This is an optimization exercise on Yosys and OpenROAD, whose aim is a short achievable clock period and few clock cycles per item, not a production implementation. At most, simulation tests tie the RTL to the original design; equivalence was not proved. Function not checked in run 1: the RTL went through the layout flow alone. Power and IR drop assume default switching activity.

File: design/flow/design.v
package cpu_pkg;
    localparam int data_w     = 32;
    localparam int reg_addr_w = 4;
    localparam int imm_w      = 10;
    localparam int opcode_w   = 7;
    localparam int num_regs   = 1 << reg_addr_w;
    localparam int flag_w     = 4;
    localparam logic [opcode_w-1:0] OP_NOP   = 7'h00;
    localparam logic [opcode_w-1:0] OP_HLT   = 7'h01;
    localparam logic [opcode_w-1:0] OP_MOV_I = 7'h02;
    localparam logic [opcode_w-1:0] OP_ADD_I = 7'h08;
    localparam logic [opcode_w-1:0] OP_SUB_I = 7'h09;
    localparam logic [opcode_w-1:0] OP_ADD_R = 7'h18;
    localparam logic [opcode_w-1:0] OP_SUB_R = 7'h19;
    localparam logic [opcode_w-1:0] OP_AND_R = 7'h1a;
    localparam logic [opcode_w-1:0] OP_ORR_R = 7'h1b;
    localparam logic [opcode_w-1:0] OP_XOR_R = 7'h1c;
    localparam logic [opcode_w-1:0] OP_CMP_R = 7'h1d;
    localparam int op_a_rn_bit  = 3;
    localparam int op_b_rm_bit  = 4;
    localparam int op_store_bit = 5;
    localparam int op_mem_bit   = 6;
endpackage
`timescale 1ns/10ps
import cpu_pkg::*;
module register_file
(
    input  logic                  clk,
    input  logic                  rst_n,
    input  logic                  we_a,
    input  logic [reg_addr_w-1:0] wa_a,
    input  logic [data_w-1:0]     wd_a,
    input  logic                  we_b,
    input  logic [reg_addr_w-1:0] wa_b,
    input  logic [data_w-1:0]     wd_b,
    input  logic [reg_addr_w-1:0] ra_0,
    input  logic [reg_addr_w-1:0] ra_1,
    input  logic [reg_addr_w-1:0] ra_2,
    output logic [data_w-1:0]     rd_0,
    output logic [data_w-1:0]     rd_1,
    output logic [data_w-1:0]     rd_2
);
    logic [data_w-1:0] regs [num_regs];
    logic [num_regs-1:0] zero;
    logic [num_regs-1:0] hit_a, hit_b;
    always_comb begin
        for (int i = 0; i < num_regs; i++) begin
            hit_a[i] = we_a && (wa_a == i[reg_addr_w-1:0]);
            hit_b[i] = we_b && (wa_b == i[reg_addr_w-1:0]);
        end
    end
    always_ff @(posedge clk or negedge rst_n) begin
        if (!rst_n) begin
            zero <= '1;
        end else begin
            zero <= zero & ~hit_a & ~hit_b;
        end
    end
    always_ff @(posedge clk) begin
        for (int i = 0; i < num_regs; i++) begin
            if (hit_a[i]) begin
                regs[i] <= wd_a;
            end else if (hit_b[i]) begin
                regs[i] <= wd_b;
            end
        end
    end
    assign rd_0 = zero[ra_0] ? '0 : regs[ra_0];
    assign rd_1 = zero[ra_1] ? '0 : regs[ra_1];
    assign rd_2 = zero[ra_2] ? '0 : regs[ra_2];
endmodule
`timescale 1ns/10ps
import cpu_pkg::*;
module cpu_top
(
    input  logic              clk,
    input  logic              rst_n,
    output logic              wb_cyc,
    output logic              wb_stb,
    output logic              wb_we,
    output logic [data_w-1:0] wb_adr,
    output logic [data_w-1:0] wb_dat_o,
    input  logic [data_w-1:0] wb_dat_i,
    input  logic              wb_ack,
    output logic              halted,
    output logic [flag_w-1:0] status_flags
);
    localparam int fq_n   = 4;
    localparam int fq_w   = 2;   
    localparam int fq_cap = fq_n + 1;
    logic                  bus_f;       
    logic                  bus_l;       
    logic                  bus_s;       
    logic                  busy;        
    logic                  cyc_o;
    logic                  we_o;
    logic [data_w-1:0]     adr_o;
    logic [data_w-1:0]     dat_o;
    logic [reg_addr_w-1:0] bus_rd;      
    logic [data_w-1:0]     pc_f;        
    assign wb_cyc   = cyc_o;
    assign wb_stb   = cyc_o;
    assign wb_we    = we_o;
    assign wb_adr   = adr_o;
    assign wb_dat_o = dat_o;
    logic free;
    assign free = ~busy | wb_ack;
    logic [data_w-1:0]     rdat;
    logic                  fwv;         
    logic                  ldv;         
    logic [reg_addr_w-1:0] ld_rd;
    always_ff @(posedge clk) begin
        rdat  <= wb_dat_i;
        ld_rd <= bus_rd;
    end
    always_ff @(posedge clk or negedge rst_n) begin
        if (!rst_n) begin
            fwv <= 1'b0;
            ldv <= 1'b0;
        end else begin
            fwv <= bus_f & wb_ack;
            ldv <= bus_l & wb_ack;
        end
    end
    logic [data_w-1:0]     fq [fq_n];
    logic [fq_w-1:0]       fq_wp, fq_rp;
    logic [fq_w:0]         fq_cnt;
    logic                  v_d;
    logic [data_w-1:0]     ir_d;
    logic                  stop;        
    logic [opcode_w-1:0]   d_op;
    logic [reg_addr_w-1:0] d_rd, d_rn, d_rm;
    assign d_op = ir_d[31:25];
    assign d_rd = ir_d[24:21];
    assign d_rn = ir_d[20:17];
    assign d_rm = ir_d[16:13];
    logic d_mem, d_store, d_load, d_hlt, d_cmp, d_logic, d_sub, d_wrd, d_wbase;
    logic d_use_rn, d_use_rm;
    logic [1:0] d_lop;
    always_comb begin
        d_mem    = d_op[op_mem_bit];
        d_store  = d_mem & d_op[op_store_bit];
        d_load   = d_mem & ~d_op[op_store_bit];
        d_hlt    = (d_op == OP_HLT);
        d_cmp    = (d_op == OP_CMP_R);
        d_logic  = (d_op == OP_AND_R) | (d_op == OP_ORR_R) | (d_op == OP_XOR_R);
        d_lop    = (d_op == OP_AND_R) ? 2'd0 : (d_op == OP_ORR_R) ? 2'd1 : 2'd2;
        d_sub    = d_mem ? ~ir_d[11]
                         : ((d_op == OP_SUB_I) | (d_op == OP_SUB_R) | (d_op == OP_CMP_R));
        d_wrd    = (d_op == OP_MOV_I) | (d_op == OP_ADD_I) | (d_op == OP_SUB_I) |
                   (d_op == OP_ADD_R) | (d_op == OP_SUB_R) | d_logic;
        d_wbase  = d_mem & (~ir_d[12] | ir_d[10]);
        d_use_rn = d_op[op_a_rn_bit];
        d_use_rm = d_op[op_b_rm_bit];
    end
    logic                  v_e;
    logic                  e_we;        
    logic                  e_mem, e_store, e_load, e_cmp, e_hlt;
    logic [reg_addr_w-1:0] e_wreg;
    logic [reg_addr_w-1:0] e_rd;
    logic                  e_P, e_sub;
    logic [1:0]            e_lop;
    logic [data_w-1:0]     e_a, e_b, e_s;
    logic                  e_sel_add, e_sel_sub, e_sel_log;
    logic [data_w:0]   add_w, sub_w;
    logic [data_w-1:0] lres;
    logic [data_w-1:0] e_wval;
    logic [data_w-1:0] e_off;
    logic [data_w-1:0] e_addr;
    assign add_w  = {1'b0, e_a} + {1'b0, e_b};
    assign sub_w  = {1'b0, e_a} + {1'b0, ~e_b} + {{data_w{1'b0}}, 1'b1};
    assign lres   = (e_lop == 2'd0) ? (e_a & e_b) :
                    (e_lop == 2'd1) ? (e_a | e_b) : (e_a ^ e_b);
    assign e_wval = ({data_w{e_sel_add}} & add_w[data_w-1:0]) |
                    ({data_w{e_sel_sub}} & sub_w[data_w-1:0]) |
                    ({data_w{e_sel_log}} & lres);
    assign e_off  = e_sub ? sub_w[data_w-1:0] : add_w[data_w-1:0];
    assign e_addr = e_P ? e_off : e_a;
    logic                  w_we;
    logic [reg_addr_w-1:0] w_reg;
    logic [data_w-1:0]     w_val;
    always_ff @(posedge clk or negedge rst_n) begin
        if (!rst_n) begin
            w_we <= 1'b0;
        end else begin
            w_we <= v_e & e_we;
        end
    end
    always_ff @(posedge clk) begin
        w_reg <= e_wreg;
        w_val <= e_wval;
    end
    logic [data_w-1:0] rf_n, rf_m, rf_d;
    register_file u_regs (
        .clk  (clk),
        .rst_n(rst_n),
        .we_a (w_we),
        .wa_a (w_reg),
        .wd_a (w_val),
        .we_b (ldv),
        .wa_b (ld_rd),
        .wd_b (rdat),
        .ra_0 (d_rn),
        .ra_1 (d_rm),
        .ra_2 (d_rd),
        .rd_0 (rf_n),
        .rd_1 (rf_m),
        .rd_2 (rf_d)
    );
    logic [num_regs-1:0] pend;
    logic [num_regs-1:0] pend_now;
    always_comb begin
        for (int i = 0; i < num_regs; i++) begin
            pend_now[i] = pend[i] & ~(ldv && ld_rd == i[reg_addr_w-1:0]);
        end
    end
    logic hazard;
    assign hazard = (pend_now[d_rn] & (d_use_rn | d_wbase)) |
                    (pend_now[d_rm] & d_use_rm) |
                    (pend_now[d_rd] & (d_store | d_load | d_wrd));
    logic [1:0] mq_cnt;
    logic       mem_block;
    assign mem_block = d_mem & (({1'b0, mq_cnt} + {2'b0, v_e & e_mem}) >= 3'd2);
    logic d_go;
    assign d_go = v_d & ~stop & ~hazard & ~mem_block;
    always_ff @(posedge clk or negedge rst_n) begin
        if (!rst_n) begin
            pend <= '0;
        end else begin
            for (int i = 0; i < num_regs; i++) begin
                if (d_go && d_load && d_rd == i[reg_addr_w-1:0]) begin
                    pend[i] <= 1'b1;
                end else if (ldv && ld_rd == i[reg_addr_w-1:0]) begin
                    pend[i] <= 1'b0;
                end
            end
        end
    end
    logic hit_e_n, hit_e_m, hit_e_d;
    logic hit_w_n, hit_w_m, hit_w_d;
    logic hit_l_n, hit_l_m, hit_l_d;
    assign hit_e_n = v_e & e_we & (e_wreg == d_rn);
    assign hit_e_m = v_e & e_we & (e_wreg == d_rm);
    assign hit_e_d = v_e & e_we & (e_wreg == d_rd);
    assign hit_w_n = w_we & (w_reg == d_rn);
    assign hit_w_m = w_we & (w_reg == d_rm);
    assign hit_w_d = w_we & (w_reg == d_rd);
    assign hit_l_n = ldv & (ld_rd == d_rn);
    assign hit_l_m = ldv & (ld_rd == d_rm);
    assign hit_l_d = ldv & (ld_rd == d_rd);
    logic [data_w-1:0] old_n, old_m, old_d;
    assign old_n = hit_w_n ? w_val : hit_l_n ? rdat : rf_n;
    assign old_m = hit_w_m ? w_val : hit_l_m ? rdat : rf_m;
    assign old_d = hit_w_d ? w_val : hit_l_d ? rdat : rf_d;
    logic [data_w-1:0] a_rest, b_rest;
    logic              a_fwd, b_fwd;
    assign a_fwd  = d_use_rn & hit_e_n;
    assign b_fwd  = d_use_rm & hit_e_m;
    assign a_rest = d_use_rn ? old_n : '0;
    assign b_rest = d_use_rm ? old_m : {{(data_w - imm_w){1'b0}}, ir_d[imm_w-1:0]};
    always_ff @(posedge clk or negedge rst_n) begin
        if (!rst_n) begin
            v_e     <= 1'b0;
            e_we    <= 1'b0;
            e_mem   <= 1'b0;
            e_store <= 1'b0;
            e_load  <= 1'b0;
            e_cmp   <= 1'b0;
            e_hlt   <= 1'b0;
            stop    <= 1'b0;
        end else begin
            v_e     <= d_go;
            e_we    <= d_wrd | d_wbase;
            e_mem   <= d_mem;
            e_store <= d_store;
            e_load  <= d_load;
            e_cmp   <= d_cmp;
            e_hlt   <= d_hlt;
            if (d_go & d_hlt) begin
                stop <= 1'b1;
            end
        end
    end
    always_ff @(posedge clk) begin
        e_wreg  <= d_mem ? d_rn : d_rd;
        e_rd    <= d_rd;
        e_P     <= ir_d[12];
        e_sel_log <= d_logic;
        e_sel_add <= ~d_logic & ~d_sub;
        e_sel_sub <= ~d_logic & d_sub;
        e_lop   <= d_lop;
        e_sub   <= d_sub;
        e_a     <= a_fwd ? e_wval : a_rest;
        e_b     <= b_fwd ? e_wval : b_rest;
        e_s     <= hit_e_d ? e_wval : old_d;
    end
    logic d_take;
    assign d_take = ~v_d | d_go;
    always_ff @(posedge clk) begin
        if (fwv) begin
            fq[fq_wp] <= rdat;
        end
        if (d_take) begin
            ir_d <= (fq_cnt != 0) ? fq[fq_rp] : rdat;
        end
    end
    logic take_one;
    assign take_one = d_take & ((fq_cnt != 0) | fwv);
    always_ff @(posedge clk or negedge rst_n) begin
        if (!rst_n) begin
            v_d    <= 1'b0;
            fq_wp  <= '0;
            fq_rp  <= '0;
            fq_cnt <= '0;
        end else begin
            if (d_take) begin
                v_d <= (fq_cnt != 0) | fwv;
            end
            if (fwv) begin
                fq_wp <= fq_wp + 1'b1;
            end
            if (take_one) begin
                fq_rp <= fq_rp + 1'b1;
            end
            fq_cnt <= fq_cnt + {{fq_w{1'b0}}, fwv} - {{fq_w{1'b0}}, take_one};
        end
    end
    logic                  ex_req;
    assign ex_req = v_e & e_mem;
    logic [data_w-1:0]     mq_adr [2];
    logic [data_w-1:0]     mq_dat [2];
    logic                  mq_st  [2];
    logic [reg_addr_w-1:0] mq_rd  [2];
    logic mq_pop, mq_push;
    assign mq_pop  = free & (mq_cnt != 0);
    assign mq_push = ex_req & ~(free & (mq_cnt == 0));
    always_ff @(posedge clk) begin
        if (mq_pop) begin
            mq_adr[0] <= mq_adr[1];
            mq_dat[0] <= mq_dat[1];
            mq_st[0]  <= mq_st[1];
            mq_rd[0]  <= mq_rd[1];
        end
        if (mq_push) begin
            if ((mq_cnt == 2'd0) || (mq_cnt == 2'd1 && mq_pop)) begin
                mq_adr[0] <= e_addr;
                mq_dat[0] <= e_s;
                mq_st[0]  <= e_store;
                mq_rd[0]  <= e_rd;
            end else begin
                mq_adr[1] <= e_addr;
                mq_dat[1] <= e_s;
                mq_st[1]  <= e_store;
                mq_rd[1]  <= e_rd;
            end
        end
    end
    logic hlt_pend;
    logic [2:0] occ;
    logic       fetch_ok, fetch_go;
    assign fetch_ok = ~stop & (occ < 3'(fq_cap));
    assign fetch_go = free & (mq_cnt == 0) & ~ex_req & fetch_ok;
    always_ff @(posedge clk or negedge rst_n) begin
        if (!rst_n) begin
            occ <= '0;
        end else begin
            occ <= occ + {2'b0, fetch_go} - {2'b0, d_go};
        end
    end
    logic halt_now;
    assign halt_now = (hlt_pend | (v_e & e_hlt)) & (mq_cnt == 0) & free;
    always_ff @(posedge clk or negedge rst_n) begin
        if (!rst_n) begin
            mq_cnt   <= '0;
            bus_f    <= 1'b0;
            bus_l    <= 1'b0;
            bus_s    <= 1'b0;
            busy     <= 1'b0;
            cyc_o    <= 1'b0;
            we_o     <= 1'b0;
            pc_f     <= '0;
            hlt_pend <= 1'b0;
            halted   <= 1'b0;
        end else begin
            mq_cnt <= mq_cnt + {1'b0, mq_push} - {1'b0, mq_pop};
            if (v_e & e_hlt) begin
                hlt_pend <= 1'b1;
            end
            if (halt_now) begin
                halted <= 1'b1;
            end
            if (free) begin
                if (mq_cnt != 0) begin
                    bus_f <= 1'b0;
                    bus_l <= ~mq_st[0];
                    bus_s <= mq_st[0];
                    busy  <= 1'b1;
                    cyc_o <= 1'b1;
                    we_o  <= mq_st[0];
                end else if (ex_req) begin
                    bus_f <= 1'b0;
                    bus_l <= e_load;
                    bus_s <= e_store;
                    busy  <= 1'b1;
                    cyc_o <= 1'b1;
                    we_o  <= e_store;
                end else if (fetch_ok) begin
                    bus_f <= 1'b1;
                    bus_l <= 1'b0;
                    bus_s <= 1'b0;
                    busy  <= 1'b1;
                    cyc_o <= 1'b1;
                    we_o  <= 1'b0;
                    pc_f  <= pc_f + 32'd4;
                end else begin
                    bus_f <= 1'b0;
                    bus_l <= 1'b0;
                    bus_s <= 1'b0;
                    busy  <= 1'b0;
                    cyc_o <= 1'b0;
                    we_o  <= 1'b0;
                end
            end
        end
    end
    always_ff @(posedge clk) begin
        if (free) begin
            if (mq_cnt != 0) begin
                adr_o  <= mq_adr[0];
                dat_o  <= mq_dat[0];
                bus_rd <= mq_rd[0];
            end else if (ex_req) begin
                adr_o  <= e_addr;
                dat_o  <= e_s;
                bus_rd <= e_rd;
            end else begin
                adr_o  <= pc_f;
            end
        end
    end
    always_ff @(posedge clk or negedge rst_n) begin
        if (!rst_n) begin
            status_flags <= '0;
        end else if (v_e & e_cmp) begin
            status_flags <= {sub_w[data_w-1], (e_a == e_b), sub_w[data_w],
                             (e_a[data_w-1] != e_b[data_w-1]) & (sub_w[data_w-1] != e_a[data_w-1])};
        end
    end
endmodule
File: design/flow/flow/run.sh
#!/bin/bash
set -euo pipefail
bash standard.sh SETUP_SLACK_MARGIN=6.5 finish > standard_flow.log 2>&1
File: design/flow/standard.sh
#!/bin/bash
# synth_recipe.tcl (not shown) runs the flow's synth.tcl, then flattens the netlist and writes it again
# the make line also repeats each setting of config.mk as NAME=value (left out here)
make -C /OpenROAD-flow-scripts/flow DESIGN_CONFIG=/design/flow/config.mk WORK_HOME=/design/flow/orfs CLKGATE_MAP_FILE= SYNTH_SCRIPT=/design/flow/synth_recipe.tcl "${@:-finish}"
File: design/flow/config.mk
export PLATFORM = sky130hd
export DESIGN_NAME = cpu_top
export DESIGN_NICKNAME = cpu_top
export VERILOG_FILES = /design/flow/design.v
export SDC_FILE = /design/flow/constraint.sdc
export NUM_CORES = 4
export LEC_CHECK = 0
export CAP_MARGIN = 20
export CELL_PAD_IN_SITES_DETAIL_PLACEMENT = 1
export CELL_PAD_IN_SITES_GLOBAL_PLACEMENT = 2
export CORE_MARGIN = 2
export CORE_UTILIZATION = 30
export SLEW_MARGIN = 20
File: design/flow/constraint.sdc
create_clock -name core_clock -period 9.0 [get_ports {clk}]
set_input_delay 1.8000 -clock core_clock [delete_from_list [all_inputs] [get_ports {clk}]]
set_output_delay 1.8000 -clock core_clock [all_outputs]
set_load 0.01 [all_outputs]
==> reports/qor.yml, run 1 <==
layout:
  final_cell_area_um2: 84100
  drive_gt1_share_pct: 38.7
  largest_register_ffs: 512
  regMostFlops: "u_regs.regs"
  instances_no_fill: 9083
  top_regs: "u_regs.regs: 512 flops, fq: 128 flops"
  fin_util_pct: 40.1
  syn2layout_area_growth_pct: 32.9
  final_nets: 6287
place:
  hpwlAfterDp_mm: 196
  gp_congestion: 0.881
  io_buffers: 106
  placedCellCount: 8253
  place_area_um2: 68500
die:
  die-width_um: 463
  initial_core_util_pct: 30.2
  die_h_um: 463
  coreArea_um2: 210000
  die_area_um2: 215000
  num_rows: 168
  io_pins: 107
timing:
  relSlewSlack_pct: 24.7
  timing.final.crit_share_pct: 39.8
  grt_setup_unrepaired: "yes"
  finalHoldViolations: 0
  tns_ns: 0
  max_freq_mhz: 279
  tightest_slew_ns: 1.13
  clock_skew_ns: 0.0526
  timing.final.crit_period_ns: 3.58
  setup_violations: 0
  slew_violations: 0
worst_setup_path:
  crit_path_cell_trace: "inv_4, ha_4, fa_2, o21ba_4, nor4_4, buf_4, o31ai_4, a211o_4, a211oi_4, buf_6, o41ai_4, mux2i_1, a211o_2, a21o_1"
  cp_num_buf_inv: 3
  end_kind: "flip-flop"
  critPathKind: "flip-flop to flip-flop"
  crit_arrival_ns: 4.19
  cp_data_required_time_ns: 9.60
  crit_path_start_kind: "flip-flop"
  r2r_slack_ns: 5.42
  critPathTopFamily: "compound AO/OA/AOI/OAI gates"
  cp_slowest_cell: "a211o_2"
  critPathMaxStageDelay_ns: 0.43
  crit_fanout: 3
clock_tree:
  cts_buffers: 144
  clock_insertion_delay_worst_skew_ns: 0.86
  cts_tree: "done"
  cts_max_level: 4
  cts.sinks: 1157
  cts_max_path_buffers: 3
  root_buffer: "clkbuf_16"
  cts.clk_slew.worst_paths_ns: 0.05
synth:
  async_flop_share_pct: 8.30
  synthSimpleGateAreaFrac_pct: 9.37
  synth_edf_count: 809
  yosysMostFrequentCell: "edfxtp_1"
  synth_top_family_by_area: "compound AO/OA/AOI/OAI gates"
  synth-compound-area-share_pct: 18.6
  synth_area_um2: 63300
  synth_area_leaders: "edfxtp_1 (38%), mux2_2 (9.8%), dfxtp_1 (8.0%)"
  synthAdderAreaFrac_pct: 2.28
  synthXorXnorAreaFrac_pct: 1.41
  synth_top_area_share_pct: 38.4
  synth-seq-cells: 1157
  seq_area_frac_synth_pct: 50.2
  yosys_warnings: 7
  ys.flop_type: "edfxtp_1"
  synth_cell_types: 90
  avgSynthCellArea_um2: 11.0
  yosys.area.top_type: "edfxtp_1"
  netlist_top_cells_count: "edfxtp_1 (809), mux2_2 (553), a22oi_1 (519)"
  syn_nets: 5897
  synthMuxAreaShare_pct: 13.4
  synthCells: 5749
global_route:
  grt-ovfl-total: 0
  track_usage_pct: 32.6
  grt_pass1_vias: 57000
  grt_pass1_wl_mm: 489
  grt_max_degree: 59
  antenna_found_initial: 27
power:
  p_total_mw: 36.5
  pwr-share-comb_pct: 59.0
  p_sw_mw: 17.2
  p_per_area_nw_per_um2: 434
  seq_power_share_pct: 24.9
  pwr-share-clk_pct: 16.2
  internal-power_mw: 19.3
  ir_drop_mv: 0.241
  netSwitchingFraction_pct: 47.2
  leakage_nw: 29.7
run_status:
  outcome: "finished clean"
worst_hold_path:
  min_path_type: "flip-flop to flip-flop"
route:
  drc: 0
  avgRoutedWirePerCell_um: 40.2
  viasPerCell: 6.44
  drtPass1Iterations: 7
  drt-total-wl_mm: 365
  drt_iter0_drc: 8314
  dr_total_vias: 58500
  antenna_left: 0
run:
  drv_cap: 0
[cell type report]
class | count | area, um^2
clock buffers | 187 | 3840
repair buffers | 829 | 9350
well taps | 2805 | 3510
diodes | 22 | 55.1
clock inverters | 76 | 885
flip-flops and latches | 1157 | 31900
fillers | 22000 | 125000
inverters | 180 | 709
multi-input cells | 3827 | 33900
[cell usage in the layout, fill, tap and decap left out, drive strengths merged, types with 47 or more instances in the layout]
| cell type | n |
|---|---|
| clkinv | 55 |
| a22oi | 520 |
| nand3 | 206 |
| clkbuf | 195 |
| a22o | 104 |
| nand4 | 122 |
| mux4 | 61 |
| nor3 | 55 |
| o221ai | 94 |
| ha | 109 |
| dfrtp | 80 |
| mux2 | 553 |
| dfxtp | 252 |
| xnor2 | 55 |
| a221oi | 94 |
| nor2 | 164 |
| mux2i | 89 |
| edfxtp | 809 |
| o21ai | 288 |
| nand2 | 483 |
| buf | 779 |
| o211ai | 61 |
| inv | 181 |
| xor2 | 47 |
| a21oi | 228 |
[cell families (layout without fill, tap and decap cells)]
logic type / Yosys count / count (layout)
compound gates: 1665 / 1665
simple gates: 1233 / 1244
buf+inv: 776 / 1272
xor+xnor: 102 / 102
fa+ha+maj: 113 / 113
flops: 1157 / 1157
mux: 703 / 703
other cells: 0 / 22
[final timing paths]
check | startpoint | end | depth (start not counted)
min in group asynchronous | rst_n | occ[1] | 1
worst max register to register | e_a[0] | adr_o[26] | 14
worst max-delay path | e_a[0] | adr_o[26] | 14
max in group asynchronous | rst_n | w_we | 2
worst min register to register | bus_rd[0] | ld_rd[0] | 0
worst min-delay path | bus_rd[0] | ld_rd[0] | 0
[what timing repair did]
action	in CTS	in global routing
hold endpoints to repair	0	0
setup endpoints to repair	1334	955
hold buffers	0	0
cloned	38	7
pin swaps	254	213
setup buffers	357	143
gates resized for setup	1187	381
[power by group through the flow]
stage / Combinational (mW) / Clock [mW] / Sequential (mW)
after global routing: 22.2 / 6.19 / 9.19
after CTS: 19.1 / 5.98 / 8.97
after detailed placement: 14.7 / 0 / 9.06
after global placement: 14.6 / 0 / 9.05
after floorplan: 8.85 / 0 / 8.13
final: 21.5 / 5.90 / 9.08
[through the flow]
stage               hold slack [ns]  setup slack [ns]
finish                        0.360              5.42
floorplan                     0.323              5.26
detailed placement            0.335              4.20
CTS                           0.360              5.46
global placement              0.329              4.23
global route                  0.371              5.34
[per-layer routing]
| metal | share of wire [%] | vias up | GRT usage [%] |
|---|---|---|---|
| met5 | 0.046 | - | 0.0891 |
| met2 | 43 | 4165 | 48.9 |
| met3 | 11 | 1456 | 10.5 |
| li1 | - | 23100 | - |
| met4 | 8.6 | 12 | 21.8 |
| met1 | 38 | 29800 | 39.8 |
==> inputs of run 2 (changes only) <==
--- a/design/flow/design.v
+++ b/design/flow/design.v
@@ -158,24 +158,22 @@
     logic                  e_mem, e_store, e_load, e_cmp, e_hlt;
     logic [reg_addr_w-1:0] e_wreg;
     logic [reg_addr_w-1:0] e_rd;
-    logic                  e_P, e_sub;
+    logic                  e_P, e_logic, e_sub;
     logic [1:0]            e_lop;
     logic [data_w-1:0]     e_a, e_b, e_s;
-    logic                  e_sel_add, e_sel_sub, e_sel_log;
-    logic [data_w:0]   add_w, sub_w;
+    logic [data_w-1:0] b_eff;
+    logic [data_w:0]   sum_w;
+    logic [data_w-1:0] sum;
     logic [data_w-1:0] lres;
     logic [data_w-1:0] e_wval;
-    logic [data_w-1:0] e_off;
     logic [data_w-1:0] e_addr;
-    assign add_w  = {1'b0, e_a} + {1'b0, e_b};
-    assign sub_w  = {1'b0, e_a} + {1'b0, ~e_b} + {{data_w{1'b0}}, 1'b1};
+    assign b_eff  = e_b ^ {data_w{e_sub}};
+    assign sum_w  = {1'b0, e_a} + {1'b0, b_eff} + {{data_w{1'b0}}, e_sub};
+    assign sum    = sum_w[data_w-1:0];
     assign lres   = (e_lop == 2'd0) ? (e_a & e_b) :
                     (e_lop == 2'd1) ? (e_a | e_b) : (e_a ^ e_b);
-    assign e_wval = ({data_w{e_sel_add}} & add_w[data_w-1:0]) |
-                    ({data_w{e_sel_sub}} & sub_w[data_w-1:0]) |
-                    ({data_w{e_sel_log}} & lres);
-    assign e_off  = e_sub ? sub_w[data_w-1:0] : add_w[data_w-1:0];
-    assign e_addr = e_P ? e_off : e_a;
+    assign e_wval = e_logic ? lres : sum;
+    assign e_addr = e_P ? sum : e_a;
     logic                  w_we;
     logic [reg_addr_w-1:0] w_reg;
     logic [data_w-1:0]     w_val;
@@ -285,9 +283,7 @@
         e_wreg  <= d_mem ? d_rn : d_rd;
         e_rd    <= d_rd;
         e_P     <= ir_d[12];
-        e_sel_log <= d_logic;
-        e_sel_add <= ~d_logic & ~d_sub;
-        e_sel_sub <= ~d_logic & d_sub;
+        e_logic <= d_logic;
         e_lop   <= d_lop;
         e_sub   <= d_sub;
         e_a     <= a_fwd ? e_wval : a_rest;
@@ -356,17 +352,9 @@
         end
     end
     logic hlt_pend;
-    logic [2:0] occ;
-    logic       fetch_ok, fetch_go;
-    assign fetch_ok = ~stop & (occ < 3'(fq_cap));
-    assign fetch_go = free & (mq_cnt == 0) & ~ex_req & fetch_ok;
-    always_ff @(posedge clk or negedge rst_n) begin
-        if (!rst_n) begin
-            occ <= '0;
-        end else begin
-            occ <= occ + {2'b0, fetch_go} - {2'b0, d_go};
-        end
-    end
+    logic fetch_ok;
+    assign fetch_ok = ~stop &
+                      (({2'b0, v_d} + {1'b0, fq_cnt} + {2'b0, fwv} + {2'b0, bus_f}) < fq_cap[fq_w+1:0]);
     logic halt_now;
     assign halt_now = (hlt_pend | (v_e & e_hlt)) & (mq_cnt == 0) & free;
     always_ff @(posedge clk or negedge rst_n) begin
@@ -438,12 +426,24 @@
             end
         end
     end
+    logic [data_w-1:0] cmp_res;
+    logic              cmp_c, cmp_v, cmp_new;
+    always_ff @(posedge clk) begin
+        if (v_e & e_cmp) begin
+            cmp_res <= sum;
+            cmp_c   <= sum_w[data_w];
+            cmp_v   <= (e_a[data_w-1] == b_eff[data_w-1]) & (sum[data_w-1] != e_a[data_w-1]);
+        end
+    end
     always_ff @(posedge clk or negedge rst_n) begin
         if (!rst_n) begin
+            cmp_new      <= 1'b0;
             status_flags <= '0;
-        end else if (v_e & e_cmp) begin
-            status_flags <= {sub_w[data_w-1], (e_a == e_b), sub_w[data_w],
-                             (e_a[data_w-1] != e_b[data_w-1]) & (sub_w[data_w-1] != e_a[data_w-1])};
+        end else begin
+            cmp_new <= v_e & e_cmp;
+            if (cmp_new) begin
+                status_flags <= {cmp_res[data_w-1], (cmp_res == '0), cmp_c, cmp_v};
+            end
         end
     end
 endmodule
==> design/flow/run.sh (new file) <==
#!/bin/bash
# synth_recipe.tcl (not shown) runs the flow's synth.tcl, then flattens the netlist and writes it again
# the make line also repeats each setting of config.mk as NAME=value (left out here)
make -C /OpenROAD-flow-scripts/flow DESIGN_CONFIG=/design/flow/config.mk WORK_HOME=/design/flow/orfs CLKGATE_MAP_FILE= SYNTH_SCRIPT=/design/flow/synth_recipe.tcl finish
--- a/design/flow/config.mk
+++ b/design/flow/config.mk
@@ -10,4 +10,5 @@
 export CELL_PAD_IN_SITES_GLOBAL_PLACEMENT = 2
 export CORE_MARGIN = 2
 export CORE_UTILIZATION = 30
+export SETUP_SLACK_MARGIN = 5
 export SLEW_MARGIN = 20
removed: design/flow/flow/run.sh
removed: design/flow/standard.sh
==> run 2 against run 1 <==
  * Still clean
  * Final area shrank 11%
  * Sequential share of layout area grew 6.0 points
  * Non-clock buffer count shrank 482
  * Area after synthesis grew 1.5%
  * Register-to-register slack lost 0.57 ns
  * Clock skew shrank 0.0037 ns
  * Via count shrank 4.9%
  * Critical path type unchanged
==> reports/qor.yml, run 2 <==
die:
  num_rows: 169  # +0.60%
  io_pins: 107  # unchanged
  die_area_um2: 218000  # +1.5%
  initial_core_util_pct: 30.2  # about the same
  die-width_um: 467  # +0.73%
  coreArea_um2: 213000  # +1.4%
  die_h_um: 467  # +0.73%
clock_tree:
  cts_hold_buf: 0  # unchanged
  cts_max_path_buffers: 3  # unchanged
  cts_tree: "done"
  cts_max_level: 4  # unchanged
  cts_buffers: 148  # +2.8%
  clock_insertion_delay_worst_skew_ns: 0.85  # about the same
  root_buffer: "clkbuf_16"
  cts.clk_slew.worst_paths_ns: 0.06  # about the same
  cts.sinks: 1187  # +2.6%
synth:
  yosys_warnings: 7  # unchanged
  synthCells: 5674  # -1.3%
  async_flop_share_pct: 7.92  # -0.38 points
  synth_top_area_share_pct: 39.4  # +1.0 points
  synth_edf_count: 843  # +4.2%
  ys.flop_type: "edfxtp_1"
  synth_area_um2: 64200  # +1.5%
  netlist_top_cells_count: "edfxtp_1 (843), mux2_2 (596), nand2_1 (474)"
  avgSynthCellArea_um2: 11.3  # +2.8%
  synth_cell_types: 101  # +12%
  synth_area_leaders: "edfxtp_1 (39%), mux2_2 (10%), dfxtp_1 (7.8%)"
  yosysMostFrequentCell: "edfxtp_1"
  synth-seq-cells: 1187  # +2.6%
  yosys.area.top_type: "edfxtp_1"
  syn_nets: 5819  # -1.3%
  seq_area_frac_synth_pct: 50.9  # +0.72 points
worst_setup_path:
  cp_slowest_cell: "nor4b_4"
  critPathTopFamily: "compound AO/OA/AOI/OAI gates"
  crit_path_start_kind: "flip-flop"
  r2r_slack_ns: 4.85  # -0.57 ns
  critPathKind: "flip-flop to flip-flop"
  crit_arrival_ns: 4.90  # +0.71 ns
  crit_fanout: 32  # +29
  cp_data_required_time_ns: 9.75  # +0.15 ns
  critPathMaxStageDelay_ns: 0.76  # +0.33 ns
  end_kind: "flip-flop"
  crit_path_cell_trace: "buf_12, nor4b_4, buf_4, a22oi_1, nand4_1, a21oi_1, a41o_1, o211ai_1, o21ai_0, o22ai_1"
  cp_num_buf_inv: 2  # -1
global_route:
  grt_pass1_vias: 54100  # -5.1%
  grt_max_degree: 70  # +19%
  antenna_found_initial: 27  # unchanged
  grt_pass1_wl_mm: 479  # -1.9%
  track_usage_pct: 32.0  # -0.56 points
  grt-ovfl-total: 0  # unchanged
timing:
  tightest_slew_ns: 1.36  # +0.233 ns
  timing.final.crit_period_ns: 4.15  # +0.571 ns
  setup_violations: 0  # unchanged
  relSlewSlack_pct: 8.93  # -16 points
  finalHoldViolations: 0  # unchanged
  max_freq_mhz: 241  # -14%
  clock_skew_ns: 0.0489  # -0.00366 ns
  timing.final.crit_share_pct: 46.1  # +6.3 points
  worst_slack_ns: 4.85  # -0.571 ns
  grt_setup_unrepaired: "no"
  slew_violations: 0  # unchanged
  tns_ns: 0  # unchanged
route:
  avgRoutedWirePerCell_um: 41.9  # +4.3%
  wl_met3_mm: 42.4  # +7.4%
  drt_iter0_drc: 8749  # +5.2%
  top_layer_used: "met5"
  dr_total_vias: 55600  # -4.9%
  antenna_left: 0  # unchanged
  met1_length_mm: 139  # +1.0%
  wl_met2_mm: 151  # -3.6%
  viasPerCell: 6.50  # +0.99%
  drtPass1Iterations: 10  # +3
  drt-total-wl_mm: 359  # -1.8%
  drc: 0  # unchanged
power:
  p_total_mw: 32.3  # -11%
  pwr-share-clk_pct: 19.3  # +3.1 points
  pwr-share-comb_pct: 52.0  # -7.0 points
  leakage_nw: 26.1  # -12%
  ir_drop_mv: 0.294  # +22%
  p_per_area_nw_per_um2: 434  # -0.12%
  p_sw_mw: 16.1  # -6.3%
  netSwitchingFraction_pct: 49.9  # +2.7 points
  internal-power_mw: 16.2  # -16%
  seq_power_share_pct: 28.8  # +3.9 points
place:
  hpwlAfterDp_mm: 220  # +12%
  io_buffers: 106  # unchanged
  pre_cts_ws_ns: 4.14  # -0.0537 ns
  gp_congestion: 0.974  # +11%
  place_area_um2: 68900  # +0.72%
worst_hold_path:
  min_path_type: "flip-flop to flip-flop"
layout:
  final_cell_area_um2: 74500  # -11%
  regMostFlops: "u_regs.regs"
  final_nets: 5746  # -8.6%
  syn2layout_area_growth_pct: 16.1
  mostFrequentLayoutCells: "edfxtp_1 (843), mux2_2 (596), nand2_1 (458)"
  final_common_cell: "edfxtp_1"
  top_regs: "u_regs.regs: 512 flops, fq: 128 flops"
  largest_register_ffs: 512  # unchanged
  fin_util_pct: 35.1  # -5.1 points
  drive_gt1_share_pct: 22.9  # -16 points
run:
  drv_cap: 0  # unchanged
run_status:
  outcome: "finished clean"
run 2: area by class of cell:
cell class                      instances  area, um^2
Fill cell                           22900      138000
Clock inverter                         83        1050
Tap cell                             2821        3530
Sequential cell                      1187       32700
Timing Repair Buffer                  347        3070
Clock buffer                          188        3960
Multi-Input combinational cell       3742       29500
Antenna cell                            9        22.5
Inverter                              175         669
run 2: cell families (layout without fill, tap and decap cells):
logic type / Yosys count / after routing / synth area share [%]
buf+inv: 746 / 793 / 4.67
mux: 764 / 764 / 14.1
simple gates: 1158 / 1159 / 8.90
flops: 1187 / 1187 / 50.9
xor+xnor: 133 / 133 / 1.81
compound gates: 1576 / 1576 / 17.4
other cells: 0 / 9 / 0
fa+ha+maj: 110 / 110 / 2.19
run 2: path summary, 6_finish.rpt:
path	start	end	depth (start not counted)
max in group asynchronous	rst_n	fq_rp[0]	2
setup / recovery	ir_d[17]	e_a[3]	10
setup reg to reg	ir_d[17]	e_a[3]	10
min in group asynchronous	rst_n	bus_f	1
hold / removal	bus_rd[0]	ld_rd[0]	0
hold reg to reg	bus_rd[0]	ld_rd[0]	0
run 2: power by group through the flow:
stage	Combinational (mW)	Clock [mW]	Sequential, mW
2_1_floorplan	8.39	0	8.29
4_1_cts	15.9	6.31	9.22
5_1_grt	17.2	6.51	9.37
3_3_place_gp	15.5	0	9.32
3_5_place_dp	15.6	0	9.34
6_report	16.8	6.22	9.30
run 2: through the flow:
stage	hold slack [ns]	instances
detailed placement	0.331	8252
floorplan	0.323	5674
global route	0.346	8546
finish	0.334	8552
global placement	0.333	8250
CTS	0.333	8536
run 2: per-layer routing:
layer / up-vias / GRT usage [%]
li1: 21800 / -
met1: 28500 / 40.1
met2: 4023 / 47.2
met3: 1303 / 11.5
met4: 18 / 18.9
met5: - / 0
run 2: timing repair:
action / CTS / global route
resized for setup: 51 / 49
endpoints found under the setup margin: 159 / 105
setup buffers: 11 / 7
cloned: 2 / 0
pin swaps: 10 / 8
Testbench counts of run 2, summed over its fixed seeds: cycles 15,241, instrs 12,646.

-- port drivers added, routing unchanged --
The results above use ideal ports. As a check the final layouts listed here were re-extracted and re-timed, cells and wires unchanged. Step 1 assumes that a clkbuf_16 drives the clock port and a buf_2 every other input. Step 2 times the ports against the registers' clock, not the clock port: input delays grow and output delays shrink by t, the midpoint of the rising clock arrivals with the driver on. Three values: ideal, step 1, step 2; two values: the first two.
| run | t, ns | slack for setup (ns) | worst data-port slew with drivers (ns) |
|---|---|---|---|
| run 1 | 0.926 | 5.419 / 5.419 / 5.318 | 0.05 |
| run 2 | 0.924 | 4.848 / 4.848 / 4.393 | 0.03 |
After both steps setup and hold are still met in every run listed. The setup slack of run 2, which loses most, moves by 0.000 ns with the drivers and by -0.455 ns with both steps.
